This is an optimization exercise on Yosys and OpenROAD, whose aim is small area, a short achievable clock period and few clock cycles per item, not a production implementation. Function was checked by simulation only, so behaviour that the tests miss may differ from the original. Power is estimated from default activity; no workload was simulated.

Design aluTop, start of the top module:
module aluTop (
	input  logic        clk,
	input  logic        rstN,
	input  logic        start,
	input  logic [15:0] a,
	input  logic [15:0] b,
	input  logic [3:0]  op,
	output logic        done,
	output logic [31:0] result,
	output logic [1:0]  error
);
Size: about 250 flip-flops, about 74 I/O pins, roughly 19000 um2 of cells after synthesis.
export LEC_CHECK = 0
export CAP_MARGIN = 20
export CORE_MARGIN = 2
export CORE_UTILIZATION = 65
export SLEW_MARGIN = 20
export SYNTH_HIERARCHICAL = 1
export SYNTH_MINIMUM_KEEP_SIZE = 0
create_clock -name core_clock -period 28.0 [get_ports {clk}]
standard.sh (not shown) runs the stock make flow with config.mk's settings and CLKGATE_MAP_FILE= SYNTH_SCRIPT=/design/flow/synth_recipe.tcl, a recipe that flattens the netlist after the stock synthesis.
==> flow/flow/run.sh <==
#!/bin/bash
# Standard ORFS layout with these changes to how it is made (the clock period and
# the constraints are unchanged):
#  - the resizer's setup repair aims for a margin below the clock period, by sizing only;
#  - clock tree synthesis clusters more sinks per buffer and adds no dummy loads;
#  - the port buffers start as buf_2 (the resizer may still size them).
set -euo pipefail
export SETUP_SLACK_MARGIN=21.3
export SETUP_MOVE_SEQUENCE="unbuffer,size_down,sizeup,swap"
export CTS_ARGS="-sink_clustering_enable -repair_clock_nets -sink_clustering_size 30 -sink_clustering_max_diameter 80 -dont_use_dummy_load"
export BUFFER_PORTS_ARGS="-buffer_cell sky130_fd_sc_hd__buf_2"
bash standard.sh > standard_flow.log 2>&1
The first run produced a clean layout.
Testbench counts at the start, summed over its fixed seeds: cycles 8,040, items 8,000.
Then changed:
==> flow/flow/run.sh (replaced) <==
#!/bin/bash
# Standard ORFS layout with these changes to how it is made (the clock period and
# the constraints are unchanged):
#  - the resizer's setup repair aims for a margin below the clock period;
#  - clock tree synthesis clusters more sinks per buffer and adds no dummy loads;
#  - the port buffers start as buf_2 (the resizer may still size them).
set -euo pipefail
export SETUP_SLACK_MARGIN=21.3
export CTS_ARGS="-sink_clustering_enable -repair_clock_nets -sink_clustering_size 30 -sink_clustering_max_diameter 80 -dont_use_dummy_load -sink_clustering_levels 1"
export BUFFER_PORTS_ARGS="-buffer_cell sky130_fd_sc_hd__buf_2"
bash standard.sh > standard_flow.log 2>&1
What happened:
- The new run finished clean
- setup slack gets better by 88 ps
- cell area hardly moves
- count of clock-buffer cells in the layout is unchanged
- clock skew hardly moves
- global-route usage hardly moves
Then changed:
--- a/flow/flow/run.sh
+++ b/flow/flow/run.sh
@@ -6,6 +6,6 @@
 #  - the port buffers start as buf_2 (the resizer may still size them).
 set -euo pipefail
-export SETUP_SLACK_MARGIN=21.3
-export CTS_ARGS="-sink_clustering_enable -repair_clock_nets -sink_clustering_size 30 -sink_clustering_max_diameter 80 -dont_use_dummy_load -sink_clustering_levels 1"
+export SETUP_SLACK_MARGIN=21.5
+export CTS_ARGS="-sink_clustering_enable -repair_clock_nets -sink_clustering_size 30 -sink_clustering_max_diameter 80 -dont_use_dummy_load"
 export BUFFER_PORTS_ARGS="-buffer_cell sky130_fd_sc_hd__buf_2"
 bash standard.sh > standard_flow.log 2>&1
What happened: The new run ran to the end with no violations. Synthesized area is unchanged. Via count rose by about 2%. Setup slack improved by 30 ps. Core utilization rose by 1.2 points. Flip-flop and latch count is unchanged. Combinational power barely changes. Synthesized cell count is unchanged. Count of clock-buffer cells in the layout fell by 1.

---

lane 1:
Another version of the RTL of aluTop (not shown whole).
For scale: about 2000 cells after synthesis, ~300 flip-flops, roughly 74 I/O pins.
==> flow/config.mk <==
export PLATFORM = sky130hd
export DESIGN_NAME = aluTop
export DESIGN_NICKNAME = aluTop
export VERILOG_FILES = /design/flow/design.v
export SDC_FILE = /design/flow/constraint.sdc
export NUM_CORES = 4
export LEC_CHECK = 0
export CAP_MARGIN = 20
export CORE_MARGIN = 2
export CORE_UTILIZATION = 40
export SLEW_MARGIN = 20
export SYNTH_HIERARCHICAL = 1
export SYNTH_MINIMUM_KEEP_SIZE = 0
==> flow/constraint.sdc <==
create_clock -name core_clock -period 28.0 [get_ports {clk}]
set_input_delay 5.6000 -clock core_clock [delete_from_list [all_inputs] [get_ports {clk}]]
set_output_delay 5.6000 -clock core_clock [all_outputs]
set_load 0.01 [all_outputs]
==> flow/flow/run.sh <==
#!/bin/bash
# Standard ORFS layout; the resizer's setup repair aims for a margin below the
# clock period (the constraints and the clock period are unchanged).
set -euo pipefail
export SETUP_SLACK_MARGIN=21.5
bash standard.sh > standard_flow.log 2>&1
Lane 1: done, clean on timing, DRC and antenna
Testbench counts of lane 1, summed over its fixed seeds: cycles 8,048, items 8,000.
#### Input delta (lane 2 over lane 1)
- swapping 40 for 65 in CORE_UTILIZATION
==> flow/flow/run.sh <==
#!/bin/bash
# Standard ORFS layout with these changes to how it is made (the clock period and
# the constraints are unchanged):
#  - the resizer's setup repair aims for a margin below the clock period;
#  - clock tree synthesis clusters more sinks per buffer and adds no dummy loads;
#  - the port buffers start as buf_2 (the resizer may still size them).
set -euo pipefail
export SETUP_SLACK_MARGIN=21.5
export CTS_ARGS="-sink_clustering_enable -repair_clock_nets -sink_clustering_size 30 -sink_clustering_max_diameter 80 -dont_use_dummy_load"
export BUFFER_PORTS_ARGS="-buffer_cell sky130_fd_sc_hd__buf_2"
bash standard.sh > standard_flow.log 2>&1
## What came out
Starting density of the core in lane 2 is 25 points above lane 1. Between lane 1 and lane 2, fraction of standard cell area in multi-input logic is lower for lane 1, lane 2 comes in above that. Lane 1 and lane 2 ended up with nearly the same area occupied by multi-input gates.

-- port drivers added, routing unchanged --
How much do the figures lean on ideal ports? The routed layouts below were timed once more, with nothing changed but the port constraints.
Step 1 assumes that a clkbuf_16 drives the clock port and a buf_2 every other input.
Step 2 moves the port delays by t, midway between the first and last clock arrival at a register: inputs arrive t later, outputs are due t later. That takes back most of the time a late clock gives input paths.
Three values: ideal, step 1, step 2; two values: the first two.
| run | t, ns | slack for setup (ns) | latest minus earliest clock arrival (ns) |
|---|---|---|---|
| the first run of note 1 | 0.542 | 21.319 / 21.319 / 21.319 | 0.092 / 0.092 |
| the second run of note 1 | 0.542 | 21.407 / 21.357 / 21.414 | 0.093 / 0.093 |
| the third run of note 1 | 0.542 | 21.437 / 21.386 / 21.424 | 0.062 / 0.061 |
| lane 1 | 0.607 | 21.412 / 21.359 / 21.627 | 0.023 / 0.023 |
| lane 2 | 0.555 | 21.439 / 21.388 / 21.779 | 0.062 / 0.062 |
After both steps every run listed still meets setup and hold. For the third run of note 1, which loses most, drivers alone change the setup slack by -0.051 ns; drivers and shift together by -0.013 ns.
